Context: an optimization exercise on an open-source flow, tuned for small area and few clock cycles. The choices shown serve that exercise and are no tape-out recipe.
Only simulation tests tie the RTL to the original design; equivalence was not proved.

==> flow/design.v <==
package mac_pkg;
  typedef enum logic {
    MODE_PSUM = 1'b0,
    MODE_ACC  = 1'b1
  } mode_e;
  localparam int SAT_MAX_W = 64;
  function automatic logic [SAT_MAX_W:0] sat_add(
    input logic [SAT_MAX_W-1:0] a,
    input logic [SAT_MAX_W-1:0] b,
    input int unsigned          width
  );
    logic [SAT_MAX_W:0] w_one;
    logic [SAT_MAX_W:0] w_lim;
    logic [SAT_MAX_W:0] w_full;
    w_one  = {{SAT_MAX_W{1'b0}}, 1'b1};
    w_lim  = (w_one << width) - w_one;
    w_full = {1'b0, a} + {1'b0, b};
    if (w_full > w_lim) begin
      sat_add = {1'b1, w_lim[SAT_MAX_W-1:0]};
    end else begin
      sat_add = {1'b0, w_full[SAT_MAX_W-1:0]};
    end
  endfunction
endpackage
module mac_fa (
  input  logic a,
  input  logic b,
  input  logic c,
  output logic s,
  output logic co
);
  assign s  = a ^ b ^ c;
  assign co = (a & b) | (a & c) | (b & c);
endmodule
module mac_lane #(
  parameter int IN_BITWIDTH  = 16,
  parameter int OUT_BITWIDTH = 32
) (
  input  logic                    clk,
  input  logic                    rst,
  input  logic                    i_adv,
  input  logic                    i_step,
  input  mac_pkg::mode_e          i_mode,
  input  logic                    i_last,
  input  logic [IN_BITWIDTH-1:0]  i_a,
  input  logic [IN_BITWIDTH-1:0]  i_w,
  input  logic [OUT_BITWIDTH-1:0] i_sum,
  output logic [OUT_BITWIDTH-1:0] o_out,
  output logic                    o_sat
);
  logic [OUT_BITWIDTH-1:0] r_acc;
  logic                    r_sticky;
  logic [OUT_BITWIDTH-1:0] r_out;
  logic                    r_out_sat;
  logic [OUT_BITWIDTH-1:0] w_base;
  logic [OUT_BITWIDTH-1:0] w_base_n;
  logic [OUT_BITWIDTH:0]   w_r0, w_r1;
  logic [OUT_BITWIDTH+1:0] w_sum_n;
  logic [OUT_BITWIDTH:0]   w_tot;
  logic                    w_sat;
  logic [OUT_BITWIDTH-1:0] w_res;
  logic [IN_BITWIDTH-1:0]  pp_n [IN_BITWIDTH];
  assign w_base   = (i_mode == mac_pkg::MODE_PSUM) ? i_sum : (r_acc | {OUT_BITWIDTH{r_sticky}});
  assign w_base_n = ~w_base;
  for (genvar i = 0; i < IN_BITWIDTH; i++) begin : g_pp
    assign pp_n[i] = ~(i_w & {IN_BITWIDTH{i_a[i]}});
  end
  logic t239s, t239c;
  logic t238s, t238c;
  logic t237s, t237c;
  logic t236s, t236c;
  logic t235s, t235c;
  logic t234s, t234c;
  logic t233s, t233c;
  logic t232s, t232c;
  logic t231s, t231c;
  logic t230s, t230c;
  logic t229s, t229c;
  logic t228s, t228c;
  logic t227s, t227c;
  logic t226s, t226c;
  logic t225s, t225c;
  logic t224s, t224c;
  logic t223s, t223c;
  logic t222s, t222c;
  logic t221s, t221c;
  logic t220s, t220c;
  logic t219s, t219c;
  logic t218s, t218c;
  logic t217s, t217c;
  logic t216s, t216c;
  logic t215s, t215c;
  logic t214s, t214c;
  logic t213s, t213c;
  logic t212s, t212c;
  logic t211s, t211c;
  logic t210s, t210c;
  logic t209s, t209c;
  logic t208s, t208c;
  logic t207s, t207c;
  logic t206s, t206c;
  logic t205s, t205c;
  logic t204s, t204c;
  logic t203s, t203c;
  logic t202s, t202c;
  logic t201s, t201c;
  logic t200s, t200c;
  logic t199s, t199c;
  logic t198s, t198c;
  logic t197s, t197c;
  logic t196s, t196c;
  logic t195s, t195c;
  logic t194s, t194c;
  logic t193s, t193c;
  logic t192s, t192c;
  logic t191s, t191c;
  logic t190s, t190c;
  logic t189s, t189c;
  logic t188s, t188c;
  logic t187s, t187c;
  logic t186s, t186c;
  logic t185s, t185c;
  logic t184s, t184c;
  logic t183s, t183c;
  logic t182s, t182c;
  logic t181s, t181c;
  logic t180s, t180c;
  logic t179s, t179c;
  logic t178s, t178c;
  logic t177s, t177c;
  logic t176s, t176c;
  logic t175s, t175c;
  logic t174s, t174c;
  logic t173s, t173c;
  logic t172s, t172c;
  logic t171s, t171c;
  logic t170s, t170c;
  logic t169s, t169c;
  logic t168s, t168c;
  logic t167s, t167c;
  logic t166s, t166c;
  logic t165s, t165c;
  logic t164s, t164c;
  logic t163s, t163c;
  logic t162s, t162c;
  logic t161s, t161c;
  logic t160s, t160c;
  logic t159s, t159c;
  logic t158s, t158c;
  logic t157s, t157c;
  logic t156s, t156c;
  logic t155s, t155c;
  logic t154s, t154c;
  logic t153s, t153c;
  logic t152s, t152c;
  logic t151s, t151c;
  logic t150s, t150c;
  logic t149s, t149c;
  logic t148s, t148c;
  logic t147s, t147c;
  logic t146s, t146c;
  logic t145s, t145c;
  logic t144s, t144c;
  logic t143s, t143c;
  logic t142s, t142c;
  logic t141s, t141c;
  logic t140s, t140c;
  logic t139s, t139c;
  logic t138s, t138c;
  logic t137s, t137c;
  logic t136s, t136c;
  logic t135s, t135c;
  logic t134s, t134c;
  logic t133s, t133c;
  logic t132s, t132c;
  logic t131s, t131c;
  logic t130s, t130c;
  logic t129s, t129c;
  logic t128s, t128c;
  logic t127s, t127c;
  logic t126s, t126c;
  logic t125s, t125c;
  logic t124s, t124c;
  logic t123s, t123c;
  logic t122s, t122c;
  logic t121s, t121c;
  logic t120s, t120c;
  logic t119s, t119c;
  logic t118s, t118c;
  logic t117s, t117c;
  logic t116s, t116c;
  logic t115s, t115c;
  logic t114s, t114c;
  logic t113s, t113c;
  logic t112s, t112c;
  logic t111s, t111c;
  logic t110s, t110c;
  logic t109s, t109c;
  logic t108s, t108c;
  logic t107s, t107c;
  logic t106s, t106c;
  logic t105s, t105c;
  logic t104s, t104c;
  logic t103s, t103c;
  logic t102s, t102c;
  logic t101s, t101c;
  logic t100s, t100c;
  logic t99s, t99c;
  logic t98s, t98c;
  logic t97s, t97c;
  logic t96s, t96c;
  logic t95s, t95c;
  logic t94s, t94c;
  logic t93s, t93c;
  logic t92s, t92c;
  logic t91s, t91c;
  logic t90s, t90c;
  logic t89s, t89c;
  logic t88s, t88c;
  logic t87s, t87c;
  logic t86s, t86c;
  logic t85s, t85c;
  logic t84s, t84c;
  logic t83s, t83c;
  logic t82s, t82c;
  logic t81s, t81c;
  logic t80s, t80c;
  logic t79s, t79c;
  logic t78s, t78c;
  logic t77s, t77c;
  logic t76s, t76c;
  logic t75s, t75c;
  logic t74s, t74c;
  logic t73s, t73c;
  logic t72s, t72c;
  logic t71s, t71c;
  logic t70s, t70c;
  logic t69s, t69c;
  logic t68s, t68c;
  logic t67s, t67c;
  logic t66s, t66c;
  logic t65s, t65c;
  logic t64s, t64c;
  logic t63s, t63c;
  logic t62s, t62c;
  logic t61s, t61c;
  logic t60s, t60c;
  logic t59s, t59c;
  logic t58s, t58c;
  logic t57s, t57c;
  logic t56s, t56c;
  logic t55s, t55c;
  logic t54s, t54c;
  logic t53s, t53c;
  logic t52s, t52c;
  logic t51s, t51c;
  logic t50s, t50c;
  logic t49s, t49c;
  logic t48s, t48c;
  logic t47s, t47c;
  logic t46s, t46c;
  logic t45s, t45c;
  logic t44s, t44c;
  logic t43s, t43c;
  logic t42s, t42c;
  logic t41s, t41c;
  logic t40s, t40c;
  logic t39s, t39c;
  logic t38s, t38c;
  logic t37s, t37c;
  logic t36s, t36c;
  logic t35s, t35c;
  logic t34s, t34c;
  logic t33s, t33c;
  logic t32s, t32c;
  logic t31s, t31c;
  logic t30s, t30c;
  logic t29s, t29c;
  logic t28s, t28c;
  logic t27s, t27c;
  logic t26s, t26c;
  logic t25s, t25c;
  logic t24s, t24c;
  logic t23s, t23c;
  logic t22s, t22c;
  logic t21s, t21c;
  logic t20s, t20c;
  logic t19s, t19c;
  logic t18s, t18c;
  logic t17s, t17c;
  logic t16s, t16c;
  logic t15s, t15c;
  logic t14s, t14c;
  logic t13s, t13c;
  logic t12s, t12c;
  logic t11s, t11c;
  logic t10s, t10c;
  logic t9s, t9c;
  logic t8s, t8c;
  logic t7s, t7c;
  logic t6s, t6c;
  logic t5s, t5c;
  logic t4s, t4c;
  logic t3s, t3c;
  logic t2s, t2c;
  logic t1s, t1c;
  logic t0s, t0c;
  mac_fa u_ha0 (.a(pp_n[0][12]), .b(pp_n[10][2]), .c(1'b1), .s(t0s), .co(t0c));
  mac_fa u_fa0 (.a(pp_n[0][13]), .b(pp_n[10][3]), .c(pp_n[11][2]), .s(t1s), .co(t1c));
  mac_fa u_ha1 (.a(pp_n[12][1]), .b(pp_n[13][0]), .c(1'b1), .s(t2s), .co(t2c));
  mac_fa u_fa1 (.a(pp_n[0][14]), .b(pp_n[10][4]), .c(pp_n[11][3]), .s(t3s), .co(t3c));
  mac_fa u_fa2 (.a(pp_n[12][2]), .b(pp_n[13][1]), .c(pp_n[14][0]), .s(t4s), .co(t4c));
  mac_fa u_ha2 (.a(pp_n[1][13]), .b(pp_n[2][12]), .c(1'b1), .s(t5s), .co(t5c));
  mac_fa u_fa3 (.a(pp_n[0][15]), .b(pp_n[10][5]), .c(pp_n[11][4]), .s(t6s), .co(t6c));
  mac_fa u_fa4 (.a(pp_n[12][3]), .b(pp_n[13][2]), .c(pp_n[14][1]), .s(t7s), .co(t7c));
  mac_fa u_fa5 (.a(pp_n[15][0]), .b(pp_n[1][14]), .c(pp_n[2][13]), .s(t8s), .co(t8c));
  mac_fa u_ha3 (.a(pp_n[3][12]), .b(pp_n[4][11]), .c(1'b1), .s(t9s), .co(t9c));
  mac_fa u_fa6 (.a(pp_n[10][6]), .b(pp_n[11][5]), .c(pp_n[12][4]), .s(t10s), .co(t10c));
  mac_fa u_fa7 (.a(pp_n[13][3]), .b(pp_n[14][2]), .c(pp_n[15][1]), .s(t11s), .co(t11c));
  mac_fa u_fa8 (.a(pp_n[1][15]), .b(pp_n[2][14]), .c(pp_n[3][13]), .s(t12s), .co(t12c));
  mac_fa u_ha4 (.a(pp_n[4][12]), .b(pp_n[5][11]), .c(1'b1), .s(t13s), .co(t13c));
  mac_fa u_fa9 (.a(pp_n[10][7]), .b(pp_n[11][6]), .c(pp_n[12][5]), .s(t14s), .co(t14c));
  mac_fa u_fa10 (.a(pp_n[13][4]), .b(pp_n[14][3]), .c(pp_n[15][2]), .s(t15s), .co(t15c));
  mac_fa u_fa11 (.a(pp_n[2][15]), .b(pp_n[3][14]), .c(pp_n[4][13]), .s(t16s), .co(t16c));
  mac_fa u_fa12 (.a(pp_n[10][8]), .b(pp_n[11][7]), .c(pp_n[12][6]), .s(t17s), .co(t17c));
  mac_fa u_fa13 (.a(pp_n[13][5]), .b(pp_n[14][4]), .c(pp_n[15][3]), .s(t18s), .co(t18c));
  mac_fa u_fa14 (.a(pp_n[10][9]), .b(pp_n[11][8]), .c(pp_n[12][7]), .s(t19s), .co(t19c));
  mac_fa u_ha5 (.a(pp_n[0][8]), .b(pp_n[1][7]), .c(1'b1), .s(t20s), .co(t20c));
  mac_fa u_fa15 (.a(pp_n[0][9]), .b(pp_n[1][8]), .c(pp_n[2][7]), .s(t21s), .co(t21c));
  mac_fa u_ha6 (.a(pp_n[3][6]), .b(pp_n[4][5]), .c(1'b1), .s(t22s), .co(t22c));
  mac_fa u_fa16 (.a(pp_n[0][10]), .b(pp_n[10][0]), .c(pp_n[1][9]), .s(t23s), .co(t23c));
  mac_fa u_fa17 (.a(pp_n[2][8]), .b(pp_n[3][7]), .c(pp_n[4][6]), .s(t24s), .co(t24c));
  mac_fa u_ha7 (.a(pp_n[5][5]), .b(pp_n[6][4]), .c(1'b1), .s(t25s), .co(t25c));
  mac_fa u_fa18 (.a(pp_n[0][11]), .b(pp_n[10][1]), .c(pp_n[11][0]), .s(t26s), .co(t26c));
  mac_fa u_fa19 (.a(pp_n[1][10]), .b(pp_n[2][9]), .c(pp_n[3][8]), .s(t27s), .co(t27c));
  mac_fa u_fa20 (.a(pp_n[4][7]), .b(pp_n[5][6]), .c(pp_n[6][5]), .s(t28s), .co(t28c));
  mac_fa u_ha8 (.a(pp_n[7][4]), .b(pp_n[8][3]), .c(1'b1), .s(t29s), .co(t29c));
  mac_fa u_fa21 (.a(pp_n[11][1]), .b(pp_n[12][0]), .c(pp_n[1][11]), .s(t30s), .co(t30c));
  mac_fa u_fa22 (.a(pp_n[2][10]), .b(pp_n[3][9]), .c(pp_n[4][8]), .s(t31s), .co(t31c));
  mac_fa u_fa23 (.a(pp_n[5][7]), .b(pp_n[6][6]), .c(pp_n[7][5]), .s(t32s), .co(t32c));
  mac_fa u_fa24 (.a(pp_n[8][4]), .b(pp_n[9][3]), .c(w_base_n[12]), .s(t33s), .co(t33c));
  mac_fa u_fa25 (.a(pp_n[1][12]), .b(pp_n[2][11]), .c(pp_n[3][10]), .s(t34s), .co(t34c));
  mac_fa u_fa26 (.a(pp_n[4][9]), .b(pp_n[5][8]), .c(pp_n[6][7]), .s(t35s), .co(t35c));
  mac_fa u_fa27 (.a(pp_n[7][6]), .b(pp_n[8][5]), .c(pp_n[9][4]), .s(t36s), .co(t36c));
  mac_fa u_fa28 (.a(w_base_n[13]), .b(t0c), .c(t2s), .s(t37s), .co(t37c));
  mac_fa u_fa29 (.a(pp_n[3][11]), .b(pp_n[4][10]), .c(pp_n[5][9]), .s(t38s), .co(t38c));
  mac_fa u_fa30 (.a(pp_n[6][8]), .b(pp_n[7][7]), .c(pp_n[8][6]), .s(t39s), .co(t39c));
  mac_fa u_fa31 (.a(pp_n[9][5]), .b(w_base_n[14]), .c(t2c), .s(t40s), .co(t40c));
  mac_fa u_fa32 (.a(t1c), .b(t5s), .c(t3s), .s(t41s), .co(t41c));
  mac_fa u_fa33 (.a(pp_n[5][10]), .b(pp_n[6][9]), .c(pp_n[7][8]), .s(t42s), .co(t42c));
  mac_fa u_fa34 (.a(pp_n[8][7]), .b(pp_n[9][6]), .c(w_base_n[15]), .s(t43s), .co(t43c));
  mac_fa u_fa35 (.a(t5c), .b(t3c), .c(t4c), .s(t44s), .co(t44c));
  mac_fa u_fa36 (.a(t9s), .b(t6s), .c(t7s), .s(t45s), .co(t45c));
  mac_fa u_fa37 (.a(pp_n[6][10]), .b(pp_n[7][9]), .c(pp_n[8][8]), .s(t46s), .co(t46c));
  mac_fa u_fa38 (.a(pp_n[9][7]), .b(w_base_n[16]), .c(t9c), .s(t47s), .co(t47c));
  mac_fa u_fa39 (.a(t6c), .b(t7c), .c(t8c), .s(t48s), .co(t48c));
  mac_fa u_fa40 (.a(t13s), .b(t10s), .c(t11s), .s(t49s), .co(t49c));
  mac_fa u_fa41 (.a(pp_n[5][12]), .b(pp_n[6][11]), .c(pp_n[7][10]), .s(t50s), .co(t50c));
  mac_fa u_fa42 (.a(pp_n[8][9]), .b(pp_n[9][8]), .c(w_base_n[17]), .s(t51s), .co(t51c));
  mac_fa u_fa43 (.a(t13c), .b(t10c), .c(t11c), .s(t52s), .co(t52c));
  mac_fa u_fa44 (.a(t12c), .b(t14s), .c(t15s), .s(t53s), .co(t53c));
  mac_fa u_fa45 (.a(pp_n[3][15]), .b(pp_n[4][14]), .c(pp_n[5][13]), .s(t54s), .co(t54c));
  mac_fa u_fa46 (.a(pp_n[6][12]), .b(pp_n[7][11]), .c(pp_n[8][10]), .s(t55s), .co(t55c));
  mac_fa u_fa47 (.a(pp_n[9][9]), .b(w_base_n[18]), .c(t14c), .s(t56s), .co(t56c));
  mac_fa u_fa48 (.a(t15c), .b(t16c), .c(t17s), .s(t57s), .co(t57c));
  mac_fa u_fa49 (.a(pp_n[13][6]), .b(pp_n[14][5]), .c(pp_n[15][4]), .s(t58s), .co(t58c));
  mac_fa u_fa50 (.a(pp_n[4][15]), .b(pp_n[5][14]), .c(pp_n[6][13]), .s(t59s), .co(t59c));
  mac_fa u_fa51 (.a(pp_n[7][12]), .b(pp_n[8][11]), .c(pp_n[9][10]), .s(t60s), .co(t60c));
  mac_fa u_fa52 (.a(w_base_n[19]), .b(t17c), .c(t18c), .s(t61s), .co(t61c));
  mac_fa u_fa53 (.a(pp_n[10][10]), .b(pp_n[11][9]), .c(pp_n[12][8]), .s(t62s), .co(t62c));
  mac_fa u_fa54 (.a(pp_n[13][7]), .b(pp_n[14][6]), .c(pp_n[15][5]), .s(t63s), .co(t63c));
  mac_fa u_fa55 (.a(pp_n[5][15]), .b(pp_n[6][14]), .c(pp_n[7][13]), .s(t64s), .co(t64c));
  mac_fa u_fa56 (.a(pp_n[8][12]), .b(pp_n[9][11]), .c(w_base_n[20]), .s(t65s), .co(t65c));
  mac_fa u_fa57 (.a(pp_n[10][11]), .b(pp_n[11][10]), .c(pp_n[12][9]), .s(t66s), .co(t66c));
  mac_fa u_fa58 (.a(pp_n[13][8]), .b(pp_n[14][7]), .c(pp_n[15][6]), .s(t67s), .co(t67c));
  mac_fa u_fa59 (.a(pp_n[6][15]), .b(pp_n[7][14]), .c(pp_n[8][13]), .s(t68s), .co(t68c));
  mac_fa u_fa60 (.a(pp_n[10][12]), .b(pp_n[11][11]), .c(pp_n[12][10]), .s(t69s), .co(t69c));
  mac_fa u_fa61 (.a(pp_n[13][9]), .b(pp_n[14][8]), .c(pp_n[15][7]), .s(t70s), .co(t70c));
  mac_fa u_fa62 (.a(pp_n[10][13]), .b(pp_n[11][12]), .c(pp_n[12][11]), .s(t71s), .co(t71c));
  mac_fa u_ha9 (.a(pp_n[0][5]), .b(pp_n[1][4]), .c(1'b1), .s(t72s), .co(t72c));
  mac_fa u_fa63 (.a(pp_n[0][6]), .b(pp_n[1][5]), .c(pp_n[2][4]), .s(t73s), .co(t73c));
  mac_fa u_ha10 (.a(pp_n[3][3]), .b(pp_n[4][2]), .c(1'b1), .s(t74s), .co(t74c));
  mac_fa u_fa64 (.a(pp_n[0][7]), .b(pp_n[1][6]), .c(pp_n[2][5]), .s(t75s), .co(t75c));
  mac_fa u_fa65 (.a(pp_n[3][4]), .b(pp_n[4][3]), .c(pp_n[5][2]), .s(t76s), .co(t76c));
  mac_fa u_ha11 (.a(pp_n[6][1]), .b(pp_n[7][0]), .c(1'b1), .s(t77s), .co(t77c));
  mac_fa u_fa66 (.a(pp_n[2][6]), .b(pp_n[3][5]), .c(pp_n[4][4]), .s(t78s), .co(t78c));
  mac_fa u_fa67 (.a(pp_n[5][3]), .b(pp_n[6][2]), .c(pp_n[7][1]), .s(t79s), .co(t79c));
  mac_fa u_fa68 (.a(pp_n[8][0]), .b(w_base_n[8]), .c(t20s), .s(t80s), .co(t80c));
  mac_fa u_fa69 (.a(pp_n[5][4]), .b(pp_n[6][3]), .c(pp_n[7][2]), .s(t81s), .co(t81c));
  mac_fa u_fa70 (.a(pp_n[8][1]), .b(pp_n[9][0]), .c(w_base_n[9]), .s(t82s), .co(t82c));
  mac_fa u_fa71 (.a(t20c), .b(t22s), .c(t21s), .s(t83s), .co(t83c));
  mac_fa u_fa72 (.a(pp_n[7][3]), .b(pp_n[8][2]), .c(pp_n[9][1]), .s(t84s), .co(t84c));
  mac_fa u_fa73 (.a(w_base_n[10]), .b(t22c), .c(t21c), .s(t85s), .co(t85c));
  mac_fa u_fa74 (.a(t25s), .b(t23s), .c(t24s), .s(t86s), .co(t86c));
  mac_fa u_fa75 (.a(pp_n[9][2]), .b(w_base_n[11]), .c(t25c), .s(t87s), .co(t87c));
  mac_fa u_fa76 (.a(t23c), .b(t24c), .c(t29s), .s(t88s), .co(t88c));
  mac_fa u_fa77 (.a(t26s), .b(t27s), .c(t28s), .s(t89s), .co(t89c));
  mac_fa u_fa78 (.a(t29c), .b(t26c), .c(t27c), .s(t90s), .co(t90c));
  mac_fa u_fa79 (.a(t28c), .b(t0s), .c(t30s), .s(t91s), .co(t91c));
  mac_fa u_fa80 (.a(t31s), .b(t32s), .c(t33s), .s(t92s), .co(t92c));
  mac_fa u_fa81 (.a(t30c), .b(t31c), .c(t32c), .s(t93s), .co(t93c));
  mac_fa u_fa82 (.a(t33c), .b(t1s), .c(t34s), .s(t94s), .co(t94c));
  mac_fa u_fa83 (.a(t35s), .b(t36s), .c(t37s), .s(t95s), .co(t95c));
  mac_fa u_fa84 (.a(t34c), .b(t35c), .c(t36c), .s(t96s), .co(t96c));
  mac_fa u_fa85 (.a(t38s), .b(t39s), .c(t4s), .s(t97s), .co(t97c));
  mac_fa u_fa86 (.a(t37c), .b(t40s), .c(t41s), .s(t98s), .co(t98c));
  mac_fa u_fa87 (.a(t38c), .b(t39c), .c(t42s), .s(t99s), .co(t99c));
  mac_fa u_fa88 (.a(t8s), .b(t43s), .c(t40c), .s(t100s), .co(t100c));
  mac_fa u_fa89 (.a(t41c), .b(t44s), .c(t45s), .s(t101s), .co(t101c));
  mac_fa u_fa90 (.a(t42c), .b(t43c), .c(t12s), .s(t102s), .co(t102c));
  mac_fa u_fa91 (.a(t46s), .b(t44c), .c(t47s), .s(t103s), .co(t103c));
  mac_fa u_fa92 (.a(t45c), .b(t48s), .c(t49s), .s(t104s), .co(t104c));
  mac_fa u_fa93 (.a(t46c), .b(t16s), .c(t50s), .s(t105s), .co(t105c));
  mac_fa u_fa94 (.a(t51s), .b(t47c), .c(t48c), .s(t106s), .co(t106c));
  mac_fa u_fa95 (.a(t49c), .b(t52s), .c(t53s), .s(t107s), .co(t107c));
  mac_fa u_fa96 (.a(t50c), .b(t51c), .c(t18s), .s(t108s), .co(t108c));
  mac_fa u_fa97 (.a(t54s), .b(t55s), .c(t52c), .s(t109s), .co(t109c));
  mac_fa u_fa98 (.a(t56s), .b(t53c), .c(t57s), .s(t110s), .co(t110c));
  mac_fa u_fa99 (.a(t54c), .b(t55c), .c(t19s), .s(t111s), .co(t111c));
  mac_fa u_fa100 (.a(t58s), .b(t59s), .c(t60s), .s(t112s), .co(t112c));
  mac_fa u_fa101 (.a(t56c), .b(t57c), .c(t61s), .s(t113s), .co(t113c));
  mac_fa u_fa102 (.a(t19c), .b(t58c), .c(t59c), .s(t114s), .co(t114c));
  mac_fa u_fa103 (.a(t60c), .b(t62s), .c(t63s), .s(t115s), .co(t115c));
  mac_fa u_fa104 (.a(t64s), .b(t65s), .c(t61c), .s(t116s), .co(t116c));
  mac_fa u_fa105 (.a(pp_n[9][12]), .b(w_base_n[21]), .c(t62c), .s(t117s), .co(t117c));
  mac_fa u_fa106 (.a(t63c), .b(t64c), .c(t65c), .s(t118s), .co(t118c));
  mac_fa u_fa107 (.a(t66s), .b(t67s), .c(t68s), .s(t119s), .co(t119c));
  mac_fa u_fa108 (.a(pp_n[7][15]), .b(pp_n[8][14]), .c(pp_n[9][13]), .s(t120s), .co(t120c));
  mac_fa u_fa109 (.a(w_base_n[22]), .b(t66c), .c(t67c), .s(t121s), .co(t121c));
  mac_fa u_fa110 (.a(t68c), .b(t69s), .c(t70s), .s(t122s), .co(t122c));
  mac_fa u_fa111 (.a(pp_n[13][10]), .b(pp_n[14][9]), .c(pp_n[15][8]), .s(t123s), .co(t123c));
  mac_fa u_fa112 (.a(pp_n[8][15]), .b(pp_n[9][14]), .c(w_base_n[23]), .s(t124s), .co(t124c));
  mac_fa u_fa113 (.a(t69c), .b(t70c), .c(t71s), .s(t125s), .co(t125c));
  mac_fa u_fa114 (.a(pp_n[10][14]), .b(pp_n[11][13]), .c(pp_n[12][12]), .s(t126s), .co(t126c));
  mac_fa u_fa115 (.a(pp_n[13][11]), .b(pp_n[14][10]), .c(pp_n[15][9]), .s(t127s), .co(t127c));
  mac_fa u_fa116 (.a(pp_n[9][15]), .b(w_base_n[24]), .c(t71c), .s(t128s), .co(t128c));
  mac_fa u_fa117 (.a(pp_n[10][15]), .b(pp_n[11][14]), .c(pp_n[12][13]), .s(t129s), .co(t129c));
  mac_fa u_fa118 (.a(pp_n[13][12]), .b(pp_n[14][11]), .c(pp_n[15][10]), .s(t130s), .co(t130c));
  mac_fa u_fa119 (.a(pp_n[11][15]), .b(pp_n[12][14]), .c(pp_n[13][13]), .s(t131s), .co(t131c));
  mac_fa u_ha12 (.a(pp_n[0][3]), .b(pp_n[1][2]), .c(1'b1), .s(t132s), .co(t132c));
  mac_fa u_fa120 (.a(pp_n[0][4]), .b(pp_n[1][3]), .c(pp_n[2][2]), .s(t133s), .co(t133c));
  mac_fa u_ha13 (.a(pp_n[3][1]), .b(pp_n[4][0]), .c(1'b1), .s(t134s), .co(t134c));
  mac_fa u_fa121 (.a(pp_n[2][3]), .b(pp_n[3][2]), .c(pp_n[4][1]), .s(t135s), .co(t135c));
  mac_fa u_fa122 (.a(pp_n[5][0]), .b(w_base_n[5]), .c(t72s), .s(t136s), .co(t136c));
  mac_fa u_fa123 (.a(pp_n[5][1]), .b(pp_n[6][0]), .c(w_base_n[6]), .s(t137s), .co(t137c));
  mac_fa u_fa124 (.a(t72c), .b(t74s), .c(t73s), .s(t138s), .co(t138c));
  mac_fa u_fa125 (.a(w_base_n[7]), .b(t74c), .c(t73c), .s(t139s), .co(t139c));
  mac_fa u_fa126 (.a(t77s), .b(t75s), .c(t76s), .s(t140s), .co(t140c));
  mac_fa u_fa127 (.a(t77c), .b(t75c), .c(t76c), .s(t141s), .co(t141c));
  mac_fa u_fa128 (.a(t78s), .b(t79s), .c(t80s), .s(t142s), .co(t142c));
  mac_fa u_fa129 (.a(t78c), .b(t79c), .c(t81s), .s(t143s), .co(t143c));
  mac_fa u_fa130 (.a(t82s), .b(t80c), .c(t83s), .s(t144s), .co(t144c));
  mac_fa u_fa131 (.a(t81c), .b(t82c), .c(t84s), .s(t145s), .co(t145c));
  mac_fa u_fa132 (.a(t83c), .b(t85s), .c(t86s), .s(t146s), .co(t146c));
  mac_fa u_fa133 (.a(t84c), .b(t85c), .c(t87s), .s(t147s), .co(t147c));
  mac_fa u_fa134 (.a(t86c), .b(t88s), .c(t89s), .s(t148s), .co(t148c));
  mac_fa u_fa135 (.a(t87c), .b(t88c), .c(t90s), .s(t149s), .co(t149c));
  mac_fa u_fa136 (.a(t89c), .b(t91s), .c(t92s), .s(t150s), .co(t150c));
  mac_fa u_fa137 (.a(t90c), .b(t91c), .c(t92c), .s(t151s), .co(t151c));
  mac_fa u_fa138 (.a(t93s), .b(t94s), .c(t95s), .s(t152s), .co(t152c));
  mac_fa u_fa139 (.a(t93c), .b(t94c), .c(t96s), .s(t153s), .co(t153c));
  mac_fa u_fa140 (.a(t97s), .b(t95c), .c(t98s), .s(t154s), .co(t154c));
  mac_fa u_fa141 (.a(t96c), .b(t97c), .c(t99s), .s(t155s), .co(t155c));
  mac_fa u_fa142 (.a(t100s), .b(t98c), .c(t101s), .s(t156s), .co(t156c));
  mac_fa u_fa143 (.a(t99c), .b(t102s), .c(t100c), .s(t157s), .co(t157c));
  mac_fa u_fa144 (.a(t103s), .b(t101c), .c(t104s), .s(t158s), .co(t158c));
  mac_fa u_fa145 (.a(t102c), .b(t105s), .c(t103c), .s(t159s), .co(t159c));
  mac_fa u_fa146 (.a(t106s), .b(t104c), .c(t107s), .s(t160s), .co(t160c));
  mac_fa u_fa147 (.a(t105c), .b(t108s), .c(t106c), .s(t161s), .co(t161c));
  mac_fa u_fa148 (.a(t109s), .b(t107c), .c(t110s), .s(t162s), .co(t162c));
  mac_fa u_fa149 (.a(t108c), .b(t111s), .c(t112s), .s(t163s), .co(t163c));
  mac_fa u_fa150 (.a(t109c), .b(t110c), .c(t113s), .s(t164s), .co(t164c));
  mac_fa u_fa151 (.a(t111c), .b(t112c), .c(t114s), .s(t165s), .co(t165c));
  mac_fa u_fa152 (.a(t115s), .b(t116s), .c(t113c), .s(t166s), .co(t166c));
  mac_fa u_fa153 (.a(t114c), .b(t117s), .c(t115c), .s(t167s), .co(t167c));
  mac_fa u_fa154 (.a(t118s), .b(t119s), .c(t116c), .s(t168s), .co(t168c));
  mac_fa u_fa155 (.a(t120s), .b(t117c), .c(t118c), .s(t169s), .co(t169c));
  mac_fa u_fa156 (.a(t121s), .b(t119c), .c(t122s), .s(t170s), .co(t170c));
  mac_fa u_fa157 (.a(t120c), .b(t123s), .c(t124s), .s(t171s), .co(t171c));
  mac_fa u_fa158 (.a(t121c), .b(t122c), .c(t125s), .s(t172s), .co(t172c));
  mac_fa u_fa159 (.a(t123c), .b(t124c), .c(t126s), .s(t173s), .co(t173c));
  mac_fa u_fa160 (.a(t127s), .b(t128s), .c(t125c), .s(t174s), .co(t174c));
  mac_fa u_fa161 (.a(w_base_n[25]), .b(t126c), .c(t127c), .s(t175s), .co(t175c));
  mac_fa u_fa162 (.a(t129s), .b(t130s), .c(t128c), .s(t176s), .co(t176c));
  mac_fa u_fa163 (.a(pp_n[14][12]), .b(pp_n[15][11]), .c(w_base_n[26]), .s(t177s), .co(t177c));
  mac_fa u_fa164 (.a(t129c), .b(t130c), .c(t131s), .s(t178s), .co(t178c));
  mac_fa u_fa165 (.a(pp_n[12][15]), .b(pp_n[13][14]), .c(pp_n[14][13]), .s(t179s), .co(t179c));
  mac_fa u_fa166 (.a(pp_n[15][12]), .b(w_base_n[27]), .c(t131c), .s(t180s), .co(t180c));
  mac_fa u_fa167 (.a(pp_n[13][15]), .b(pp_n[14][14]), .c(pp_n[15][13]), .s(t181s), .co(t181c));
  mac_fa u_ha14 (.a(pp_n[0][2]), .b(pp_n[1][1]), .c(1'b1), .s(t182s), .co(t182c));
  mac_fa u_fa168 (.a(pp_n[2][1]), .b(pp_n[3][0]), .c(w_base_n[3]), .s(t183s), .co(t183c));
  mac_fa u_fa169 (.a(w_base_n[4]), .b(t132c), .c(t134s), .s(t184s), .co(t184c));
  mac_fa u_fa170 (.a(t134c), .b(t133c), .c(t135s), .s(t185s), .co(t185c));
  mac_fa u_fa171 (.a(t135c), .b(t137s), .c(t136c), .s(t186s), .co(t186c));
  mac_fa u_fa172 (.a(t137c), .b(t138c), .c(t139s), .s(t187s), .co(t187c));
  mac_fa u_fa173 (.a(t139c), .b(t140c), .c(t141s), .s(t188s), .co(t188c));
  mac_fa u_fa174 (.a(t141c), .b(t143s), .c(t142c), .s(t189s), .co(t189c));
  mac_fa u_fa175 (.a(t143c), .b(t145s), .c(t144c), .s(t190s), .co(t190c));
  mac_fa u_fa176 (.a(t145c), .b(t147s), .c(t146c), .s(t191s), .co(t191c));
  mac_fa u_fa177 (.a(t147c), .b(t149s), .c(t148c), .s(t192s), .co(t192c));
  mac_fa u_fa178 (.a(t149c), .b(t151s), .c(t150c), .s(t193s), .co(t193c));
  mac_fa u_fa179 (.a(t151c), .b(t153s), .c(t152c), .s(t194s), .co(t194c));
  mac_fa u_fa180 (.a(t153c), .b(t155s), .c(t154c), .s(t195s), .co(t195c));
  mac_fa u_fa181 (.a(t155c), .b(t157s), .c(t156c), .s(t196s), .co(t196c));
  mac_fa u_fa182 (.a(t157c), .b(t159s), .c(t158c), .s(t197s), .co(t197c));
  mac_fa u_fa183 (.a(t159c), .b(t161s), .c(t160c), .s(t198s), .co(t198c));
  mac_fa u_fa184 (.a(t161c), .b(t163s), .c(t162c), .s(t199s), .co(t199c));
  mac_fa u_fa185 (.a(t163c), .b(t165s), .c(t164c), .s(t200s), .co(t200c));
  mac_fa u_fa186 (.a(t165c), .b(t167s), .c(t168s), .s(t201s), .co(t201c));
  mac_fa u_fa187 (.a(t167c), .b(t169s), .c(t168c), .s(t202s), .co(t202c));
  mac_fa u_fa188 (.a(t171s), .b(t169c), .c(t170c), .s(t203s), .co(t203c));
  mac_fa u_fa189 (.a(t171c), .b(t173s), .c(t172c), .s(t204s), .co(t204c));
  mac_fa u_fa190 (.a(t173c), .b(t175s), .c(t176s), .s(t205s), .co(t205c));
  mac_fa u_fa191 (.a(t177s), .b(t175c), .c(t178s), .s(t206s), .co(t206c));
  mac_fa u_fa192 (.a(t177c), .b(t179s), .c(t180s), .s(t207s), .co(t207c));
  mac_fa u_fa193 (.a(w_base_n[28]), .b(t179c), .c(t181s), .s(t208s), .co(t208c));
  mac_fa u_fa194 (.a(pp_n[14][15]), .b(pp_n[15][14]), .c(w_base_n[29]), .s(t209s), .co(t209c));
  mac_fa u_ha15 (.a(pp_n[0][1]), .b(pp_n[1][0]), .c(1'b1), .s(t210s), .co(t210c));
  mac_fa u_fa195 (.a(pp_n[2][0]), .b(w_base_n[2]), .c(t182s), .s(t211s), .co(t211c));
  mac_fa u_fa196 (.a(t182c), .b(t132s), .c(t183s), .s(t212s), .co(t212c));
  mac_fa u_fa197 (.a(t183c), .b(t133s), .c(t184s), .s(t213s), .co(t213c));
  mac_fa u_fa198 (.a(t184c), .b(t136s), .c(t185s), .s(t214s), .co(t214c));
  mac_fa u_fa199 (.a(t185c), .b(t138s), .c(t186s), .s(t215s), .co(t215c));
  mac_fa u_fa200 (.a(t140s), .b(t186c), .c(t187s), .s(t216s), .co(t216c));
  mac_fa u_fa201 (.a(t187c), .b(t142s), .c(t188s), .s(t217s), .co(t217c));
  mac_fa u_fa202 (.a(t188c), .b(t144s), .c(t189s), .s(t218s), .co(t218c));
  mac_fa u_fa203 (.a(t146s), .b(t189c), .c(t190s), .s(t219s), .co(t219c));
  mac_fa u_fa204 (.a(t148s), .b(t190c), .c(t191s), .s(t220s), .co(t220c));
  mac_fa u_fa205 (.a(t150s), .b(t191c), .c(t192s), .s(t221s), .co(t221c));
  mac_fa u_fa206 (.a(t192c), .b(t152s), .c(t193s), .s(t222s), .co(t222c));
  mac_fa u_fa207 (.a(t193c), .b(t154s), .c(t194s), .s(t223s), .co(t223c));
  mac_fa u_fa208 (.a(t156s), .b(t194c), .c(t195s), .s(t224s), .co(t224c));
  mac_fa u_fa209 (.a(t158s), .b(t195c), .c(t196s), .s(t225s), .co(t225c));
  mac_fa u_fa210 (.a(t160s), .b(t196c), .c(t197s), .s(t226s), .co(t226c));
  mac_fa u_fa211 (.a(t162s), .b(t197c), .c(t198s), .s(t227s), .co(t227c));
  mac_fa u_fa212 (.a(t164s), .b(t198c), .c(t199s), .s(t228s), .co(t228c));
  mac_fa u_fa213 (.a(t166s), .b(t199c), .c(t200s), .s(t229s), .co(t229c));
  mac_fa u_fa214 (.a(t166c), .b(t201s), .c(t200c), .s(t230s), .co(t230c));
  mac_fa u_fa215 (.a(t170s), .b(t201c), .c(t202s), .s(t231s), .co(t231c));
  mac_fa u_fa216 (.a(t172s), .b(t202c), .c(t203s), .s(t232s), .co(t232c));
  mac_fa u_fa217 (.a(t174s), .b(t203c), .c(t204s), .s(t233s), .co(t233c));
  mac_fa u_fa218 (.a(t174c), .b(t205s), .c(t204c), .s(t234s), .co(t234c));
  mac_fa u_fa219 (.a(t176c), .b(t206s), .c(t205c), .s(t235s), .co(t235c));
  mac_fa u_fa220 (.a(t178c), .b(t207s), .c(t206c), .s(t236s), .co(t236c));
  mac_fa u_fa221 (.a(t180c), .b(t208s), .c(t207c), .s(t237s), .co(t237c));
  mac_fa u_fa222 (.a(t181c), .b(t209s), .c(t208c), .s(t238s), .co(t238c));
  mac_fa u_fa223 (.a(pp_n[15][15]), .b(w_base_n[30]), .c(t209c), .s(t239s), .co(t239c));
  assign w_r0 = {1'b1, w_base_n[31], t238c, t237c, t236c, t235c, t234c, t233c, t232c, t231c, t230c, t229c, t228c, t227c, t226c, t225c, t224c, t223c, t222c, t221c, t220c, t219c, t218c, t217c, t216c, t215c, t214c, t213c, t212c, t211c, t210c, w_base_n[1], pp_n[0][0]};
  assign w_r1 = {1'b1, t239c, t239s, t238s, t237s, t236s, t235s, t234s, t233s, t232s, t231s, t230s, t229s, t228s, t227s, t226s, t225s, t224s, t223s, t222s, t221s, t220s, t219s, t218s, t217s, t216s, t215s, t214s, t213s, t212s, t211s, t210s, w_base_n[0]};
  assign w_sum_n = {w_r0, 1'b1} + {w_r1, 1'b1};
  assign w_tot   = ~w_sum_n[OUT_BITWIDTH+1:1];
  assign w_sat = w_tot[OUT_BITWIDTH];
  assign w_res = w_tot[OUT_BITWIDTH-1:0];
  always_ff @(posedge clk or posedge rst) begin
    if (rst) begin
      r_acc    <= '0;
      r_sticky <= 1'b0;
    end else if (i_step) begin
      if (i_last) begin
        r_acc    <= '0;
        r_sticky <= 1'b0;
      end else begin
        r_acc    <= w_res;
        r_sticky <= r_sticky | w_sat;
      end
    end
  end
  always_ff @(posedge clk) begin
    if (i_adv) begin
      r_out     <= w_res;
      r_out_sat <= w_sat | ((i_mode == mac_pkg::MODE_ACC) & r_sticky);
    end
  end
  assign o_out = r_out | {OUT_BITWIDTH{r_out_sat}};
  assign o_sat = r_out_sat;
endmodule
module mac_pipe_array #(
  parameter int LANES        = 4,
  parameter int IN_BITWIDTH  = 16,
  parameter int OUT_BITWIDTH = 32
) (
  input  logic                          clk,
  input  logic                          rst,
  input  logic                          in_valid,
  output logic                          in_ready,
  input  logic                          mode,
  input  logic                          in_last,
  input  logic [LANES*IN_BITWIDTH-1:0]  a_in,
  input  logic [LANES*IN_BITWIDTH-1:0]  w_in,
  input  logic [LANES*OUT_BITWIDTH-1:0] sum_in,
  output logic                          out_valid,
  input  logic                          out_ready,
  output logic [LANES*OUT_BITWIDTH-1:0] out,
  output logic [LANES-1:0]              out_sat
);
  logic w_adv;
  logic w_acc_step;
  logic r_out_valid;
  assign w_adv      = !r_out_valid || out_ready;
  assign in_ready   = w_adv;
  assign w_acc_step = in_valid && w_adv && (mac_pkg::mode_e'(mode) == mac_pkg::MODE_ACC);
  always_ff @(posedge clk or posedge rst) begin
    if (rst) begin
      r_out_valid <= 1'b0;
    end else if (w_adv) begin
      r_out_valid <= in_valid && ((mac_pkg::mode_e'(mode) == mac_pkg::MODE_PSUM) || in_last);
    end
  end
  assign out_valid = r_out_valid;
  for (genvar g = 0; g < LANES; g++) begin : g_lane
    mac_lane #(
      .IN_BITWIDTH (IN_BITWIDTH),
      .OUT_BITWIDTH(OUT_BITWIDTH)
    ) u_lane (
      .clk       (clk),
      .rst       (rst),
      .i_adv     (w_adv),
      .i_step    (w_acc_step),
      .i_mode    (mac_pkg::mode_e'(mode)),
      .i_last    (in_last),
      .i_a       (a_in[g*IN_BITWIDTH +: IN_BITWIDTH]),
      .i_w       (w_in[g*IN_BITWIDTH +: IN_BITWIDTH]),
      .i_sum     (sum_in[g*OUT_BITWIDTH +: OUT_BITWIDTH]),
      .o_out     (out[g*OUT_BITWIDTH +: OUT_BITWIDTH]),
      .o_sat     (out_sat[g])
    );
  end
endmodule
==> flow/flow/run.sh <==
#!/bin/bash
# The standard layout, with the port buffers made from the smallest buffer cell and the
# buffers that synthesis put in taken out at floorplan (placement's repair adds back what the
# slew and capacitance limits need).
set -euo pipefail
bash standard.sh synth > synth.log 2>&1
bash standard.sh 'BUFFER_PORTS_ARGS=-buffer_cell sky130_fd_sc_hd__buf_1' REMOVE_ABC_BUFFERS=1 finish > layout.log 2>&1
==> flow/standard.sh <==
#!/bin/bash
# synth_recipe.tcl (not shown) runs the flow's synth.tcl, then flattens the netlist and writes it again
# the make line also repeats each setting of config.mk as NAME=value (left out here)
make -C /OpenROAD-flow-scripts/flow DESIGN_CONFIG=/design/flow/config.mk WORK_HOME=/design/flow/orfs CLKGATE_MAP_FILE= SYNTH_SCRIPT=/design/flow/synth_recipe.tcl "${@:-finish}"
==> flow/config.mk <==
export PLATFORM = sky130hd
export DESIGN_NAME = mac_pipe_array
export DESIGN_NICKNAME = mac_pipe_array
export VERILOG_FILES = /design/flow/design.v
export SDC_FILE = /design/flow/constraint.sdc
export NUM_CORES = 4
export LEC_CHECK = 0
export CAP_MARGIN = 20
export CORE_MARGIN = 2
export CORE_UTILIZATION = 60
export GPL_TIMING_DRIVEN = 0
export SLEW_MARGIN = 20
export SYNTH_HIERARCHICAL = 1
==> flow/constraint.sdc <==
create_clock -name core_clock -period 7.2 [get_ports {clk}]
set_input_delay 1.4400 -clock core_clock [delete_from_list [all_inputs] [get_ports {clk}]]
set_output_delay 1.4400 -clock core_clock [all_outputs]
set_load 0.01 [all_outputs]
==> flow_metrics.tcl, run 1 <==
set metrics [dict create \
    setup_ws_ns 0.175 \
    layout_common_cells "1188 x nand2_1, 964 x fa_1, 303 x buf_1" \
    arrival_ns 7.35 \
    die_w_um 269 \
    fin_setup_tns_ns 0 \
    yosysWarnings 10 \
    drcViolationCount 0 \
    grt_overflow 0 \
    clkSlewWorstSetupHoldPaths_ns 0.06 \
    ant_nets 0 \
    dp_hpwl_mm 98.0 \
    slew_headroom_pct 21.3 \
    cts_tree "done" \
    dp_cells 5227 \
    grt_max_degree 48 \
    cts_root_buf "clkbuf_16" \
    core-area_um2 69800 \
    cts_sinks 265 \
    ys_seq_area_share_pct 17.3 \
    yosysTopAreaCellShare_pct 45.8 \
    slew_viol_final 0 \
    holdPathStages 1 \
    outcome "timing/DRC/antenna clean" \
    rr_worst_depth 16 \
    skew_ns 0.0167 \
    finalCritPeriodShare_pct 97.6 \
    post-place-ws_ns -0.824 \
    grt_pass1_wl_mm 201 \
    layout_commonest_cell "nand2_1" \
    synth_area_leaders "fa_1 46%, nand2_1 11%, edfxtp_1 9.4%" \
    finalNetCount 5676 \
    drive_gt1_share_pct 7.92 \
    synth_flop_cell "dfrtp_1" \
    io_buffers 395 \
    start_util_pct 60.3 \
    synth_edf_count 132 \
    synth.distinct_cells 60 \
    startpoint_type "input pin" \
    path_class "in2reg" \
    cts-buffers-inserted 29 \
    synthCells 4147 \
    insertion_delay_ns 0.59 \
    cts_hold_buf 0 \
    netlist_area_um2 42100 \
    track_usage_pct 36.7 \
    avgRoutedWirePerCell_um 24.4 \
    cap_viol_max_count 0 \
    worst_slew_pin_slew_ns 1.18 \
    fmax_mhz 142 \
    first_iter_violations 2528 \
    end_kind "flip-flop" \
    rsz0062_at_grt "no" \
    period_minus_slack_ns 7.03 \
    final_hold_viol_count 0 \
    synthArstFlopShare_pct 50.2 \
    synth_seq_cells 265 \
    row_count 97 \
    hp-class "reg2reg" \
    vias_per_cell 6.20 \
    h-tree-depth 1 \
    fillCellCount 5874 \
    die_area_um2 72300 \
    post_cts_buffers 0 \
    antenna_found_initial 7 \
    wirelength_mm 129 \
    first_global_vias 34700 \
    fp.dieH_um 269 \
    syn_avg_cell_area_um2 10.2 \
    via_count 32800 \
    synth_area_leader_cell "fa_1" \
    clockBufferDepth 3 \
    area_growth_pct 7.97 \
    stdcell_count 5292 \
    setup_viol 0 \
    cp.required_ns 7.52 \
    gp_congestion 0.946 \
    drtPass1Iterations 6 \
    io-pin-count 396 \
    worstPathMaxFanout 16 \
]
==> layout make-up <==
| type | instances | area [um2] | area share [%] |
|---|---|---|---|
| clock buffer | 35 | 768 | 1.69 |
| clock inverter | 19 | 256 | 0.564 |
| sequential | 265 | 7290 | 16.0 |
| antenna | 7 | 17.5 | 0.0385 |
| timing repair buffer | 416 | 2070 | 4.55 |
| multi-input combinational | 3524 | 33600 | 73.8 |
| inverter | 86 | 323 | 0.710 |
| tap | 940 | 1180 | 2.59 |
==> path summary, 6_finish.rpt <==
path	startpoint	endpoint	slack, ns
min	g_lane[0].u_lane.r_acc[0]	g_lane[0].u_lane.r_acc[0]	0.49
min reg2reg	g_lane[0].u_lane.r_acc[0]	g_lane[0].u_lane.r_acc[0]	0.49
max reg2reg	g_lane[2].u_lane.r_sticky	g_lane[2].u_lane.r_out[31]	0.43
max in group asynchronous	rst	g_lane[1].u_lane.r_acc[13]	5.66
max	w_in[56]	g_lane[3].u_lane.r_out[31]	0.17
min in group asynchronous	rst	r_out_valid	0.92
==> Yosys stat by module (local to each module, per instance), a selection <==
module          cell area (um2)  copies in the design
mac_fa                     20.0                   960
mac_pipe_array             63.8                     1
==> timing repair <==
| item | CTS | global route |
|---|---|---|
| endpoints found under the setup margin | 27 | 52 |
| pin swaps | 0 | 0 |
| gates resized for setup | 6 | 167 |
==> sequential cells by signal, indices dropped and copies added, names as in the netlist <==
name,cells
g_lane.u_lane.r_acc,128
g_lane.u_lane.r_out,128
g_lane.u_lane.r_out_sat,4
g_lane.u_lane.r_sticky,4
r_out_valid,1
==> worst max-delay path, stage by stage <==
cell and delay (ns):
buf_1 0.75, nand2_1 0.18, fa_1 0.60, fa_1 0.43
fa_1 0.46, fa_1 0.41, fa_1 0.52, fa_1 0.44
ha_1 0.46, nand2_1 0.08, nor2_1 0.26, nand3_1 0.19
or4_4 0.58, a211oi_2 0.27, nor2_1 0.12, xor2_1 0.15
==> layer usage <==
| metal | share of wire, % | vias up | global-route usage, % |
|---|---|---|---|
| li1 | - | 13800 | - |
| met1 | 39 | 16900 | 50.7 |
| met2 | 46 | 1769 | 56.7 |
| met3 | 10 | 296 | 9.17 |
| met4 | 4.1 | 4 | 13.6 |
| met5 | 0.047 | - | 0.135 |
==> cell usage after synthesis, types with 64 or more instances <==
cell and instances:
fa_1 964, a22o_1 88, o21ai_0 85, xnor2_1 64
nand2_1 1192, a21oi_1 132, dfrtp_1 133, or2_2 128
ha_1 128, nor2_1 80, o22ai_1 88, clkbuf_1 304
edfxtp_1 132, inv_1 78
==> logic make-up after synthesis <==
| family | synth area share (%) |
|---|---|
| flops | 17.3 |
| compound gates | 10.5 |
| simple gates | 16.3 |
| fa+ha+maj | 49.6 |
| xor+xnor | 2.50 |
| other cells | 0.0356 |
| buf+inv | 3.74 |
==> per-stage QoR <==
stage	hold WS [ns]	utilization (%)	area [um2]
after floorplan	0.456	-	41100
after CTS	0.497	64.8	45200
final	0.495	65.1	45500
after global routing	0.506	65.1	45500
after detailed placement	0.483	63.2	44100
after global placement	0.472	62.7	43700
Testbench counts, summed over its fixed seeds: cycles 12,008.
==> run 2: changes to the inputs <==
--- a/flow/config.mk
+++ b/flow/config.mk
@@ -9,5 +9,6 @@
 export CORE_MARGIN = 2
 export CORE_UTILIZATION = 60
 export GPL_TIMING_DRIVEN = 0
+export SETUP_SLACK_MARGIN = 0.1
 export SLEW_MARGIN = 20
 export SYNTH_HIERARCHICAL = 1
==> run 2 against run 1 <==
Compared with the run above: clock skew decreased by 0.0021 ns; worst hold slack about the same; wire length increased by 0.18%; non-clock buffer count unchanged; via count increased by 0.27%; critical path depth unchanged; critical path type unchanged; highest routed layer unchanged.
==> flow_metrics.tcl, run 2 <==
set metrics [dict create \
    drcViolationCount 0 \
    slew_viol_final 0 \
    final_core_util_pct 65.1 \
    synth.distinct_cells 60 \
    yosysWarnings 10 \
    post-place-ws_ns -0.824 \
    period_minus_slack_ns 6.95 \
    rsz0062_at_grt "yes" \
    setup_viol 0 \
    layout_commonest_cell "nand2_1" \
    clockBufferDepth 3 \
    first_iter_violations 2517 \
    synthCells 4147 \
    worstPathMaxFanout 16 \
    synth_flop_cell "dfrtp_1" \
    yosysTopAreaCellShare_pct 45.8 \
    synth_area_leader_cell "fa_1" \
    end_kind "flip-flop" \
    hold_ws_ns 0.495 \
    grt_overflow 0 \
    syn_avg_cell_area_um2 10.2 \
    grt_pass1_wl_mm 201 \
    fp.dieH_um 269 \
    fin_setup_tns_ns 0 \
    area_growth_pct 7.98 \
    row_count 97 \
    cts_resized 28 \
    dp_hpwl_mm 98.0 \
    via_count 32900 \
    cts_root_buf "clkbuf_16" \
    grt_max_degree 48 \
    cts_hold_buf 0 \
    placed_area_um2 44100 \
    worst_slew_pin_slew_ns 1.22 \
    cp.required_ns 7.52 \
    io-pin-count 396 \
    dp_cells 5227 \
    skew_ns 0.0146 \
    cap_viol_max_count 0 \
    grt_use_met3_pct 9.09 \
    wirelength_mm 129 \
    cts_tree "done" \
    synthArstFlopShare_pct 50.2 \
    drive_gt1_share_pct 8.38 \
    use_met2_pct 56.6 \
    rr_worst_depth 16 \
    fmax_mhz 144 \
    track_usage_pct 36.7 \
    startpoint_type "input pin" \
    slew_headroom_pct 18.4 \
    first_global_vias 34800 \
    finalNetCount 5676 \
    top_regs "g_lane.u_lane.r_acc: 128 flops, g_lane.u_lane.r_out: 128 flops" \
    synth_area_leaders "fa_1 46%, nand2_1 11%, edfxtp_1 9.4%" \
    cts-buffers-inserted 29 \
    grtUsageMet1_pct 50.8 \
    synth_edf_count 132 \
    outcome "timing/DRC/antenna clean" \
    layout_common_cells "1188 x nand2_1, 964 x fa_1, 291 x buf_1" \
    synth_seq_cells 265 \
    start_util_pct 60.3 \
    post_cts_buffers 0 \
    setup_ws_ns 0.251 \
    die_w_um 269 \
    arrival_ns 7.27 \
    ys_seq_area_share_pct 17.3 \
    path_class "in2reg" \
    ys_top_cells_by_count "1192 x nand2_1, 964 x fa_1, 304 x clkbuf_1, 133 x dfrtp_1" \
    synth.most_common_cell "nand2_1" \
    io_buffers 395 \
    busiest_layer "met2" \
    drtPass1Iterations 6 \
    netlist_area_um2 42100 \
    avgRoutedWirePerCell_um 24.4 \
    ant_nets 0 \
    h-tree-depth 1 \
    die_area_um2 72300 \
    core-area_um2 69800 \
    holdPathStages 1 \
    finalCritPeriodShare_pct 96.5 \
    gp_congestion 0.946 \
    hp-class "reg2reg" \
    antenna_found_initial 7 \
    cts_sinks 265 \
    clkSlewWorstSetupHoldPaths_ns 0.06 \
    final_area_um2 45500 \
    stdcell_count 5291 \
    insertion_delay_ns 0.59 \
    vias_per_cell 6.22 \
    final_hold_viol_count 0 \
]
-- run 2: cell counts after synthesis --
Identical to the previous run, type by type.
-- run 2: logic make-up (layout without fill, tap and decap cells) --
kind of cell / Yosys count / after routing / share of synthesized area, %
AO/OA/AOI/OAI: 641 / 641 / 10.5
XOR/XNOR: 120 / 120 / 2.50
adder cells (fa/ha/maj): 1092 / 1092 / 49.6
buffers and inverters: 418 / 556 / 3.74
flip-flops: 265 / 265 / 17.3
other: 4 / 70 / 0.0356
AND/OR/NAND/NOR: 1607 / 1607 / 16.3
-- run 2: final timing paths --
kind | to | slack [ns] | from
setup / recovery | g_lane[2].u_lane.r_out[31] | 0.25 | a_in[36]
hold / removal | g_lane[0].u_lane.r_acc[0] | 0.49 | g_lane[0].u_lane.r_acc[0]
setup reg to reg | g_lane[2].u_lane.r_out[31] | 0.45 | g_lane[2].u_lane.r_sticky
hold reg to reg | g_lane[0].u_lane.r_acc[0] | 0.49 | g_lane[0].u_lane.r_acc[0]
max in group asynchronous | g_lane[1].u_lane.r_acc[11] | 5.66 | rst
min in group asynchronous | r_out_valid | 0.92 | rst
-- run 2: per-module statistics from Yosys (local to each module, per instance), a selection --
module	cells	cell area [um2]
mac_pipe_array	7	63.8
mac_fa	1	20.0
-- run 2: worst max-delay path, stage by stage --
cell             delay [ns]
clkdlybuf4s15_2        0.54
nand2_1                0.17
fa_1                   0.54
fa_1                   0.62
fa_1                   0.44
fa_1                   0.39
fa_1                   0.51
fa_1                   0.44
ha_1                   0.43
nand2_1                0.12
nor2_1                 0.28
nand3_1                0.19
or4_4                  0.59
a211oi_2               0.28
nor2_1                 0.12
xor2_1                 0.16
-- run 2: cell type report --
cell class	instances	area, um2
fill	5872	24300
antenna	6	15.0
sequential	265	7290
timing repair buffer	416	2080
clock inverter	19	256
inverter	86	323
multi-input combinational	3524	33600
clock buffer	35	768
tap	940	1180
-- run 2: per-layer routing --
| metal | wire (um) | vias to the layer above |
|---|---|---|
| li1 | - | 13800 |
| met1 | 51000 | 17000 |
| met2 | 59600 | 1753 |
| met3 | 13000 | 338 |
| met4 | 5490 | 4 |
| met5 | 60 | - |

port drivers added, routing unchanged:
The flow's constraints put no driver on any port. The routed layouts listed below were extracted and timed again, unchanged, in two steps.
Step 1 (the two cells are an assumption about what drives the block):
set clk [get_ports {clk}]
set_driving_cell -lib_cell sky130_fd_sc_hd__clkbuf_16 $clk
set_driving_cell -lib_cell sky130_fd_sc_hd__buf_2 [delete_from_list [all_inputs] $clk]
Step 2 adds t to the input delays and takes it off the output delays; t is the mean of the earliest and latest rising clock arrival at the registers after step 1. Input paths then give back, and output paths get back, about the clock's delay inside the block.
a / b / c = ideal ports / drivers / drivers and shift; a / b = the first two.
| run | t, ns | setup slack, ns | latest minus earliest clock arrival (ns) | worst register clock-pin slew, ns | pins driven straight from the clock port |
|---|---|---|---|---|---|
| run 1 | 0.643 | 0.175 / 0.205 / -0.438 | 0.018 / 0.017 | 0.07 / 0.07 | 1 |
| run 2 | 0.639 | 0.251 / 0.267 / -0.373 | 0.014 / 0.015 | 0.07 / 0.07 | 1 |
With both steps, setup timing fails in run 1 and run 2, where it was met with ideal ports. For run 2, which loses most, drivers alone change the setup slack by +0.016 ns; drivers and shift together by -0.624 ns.
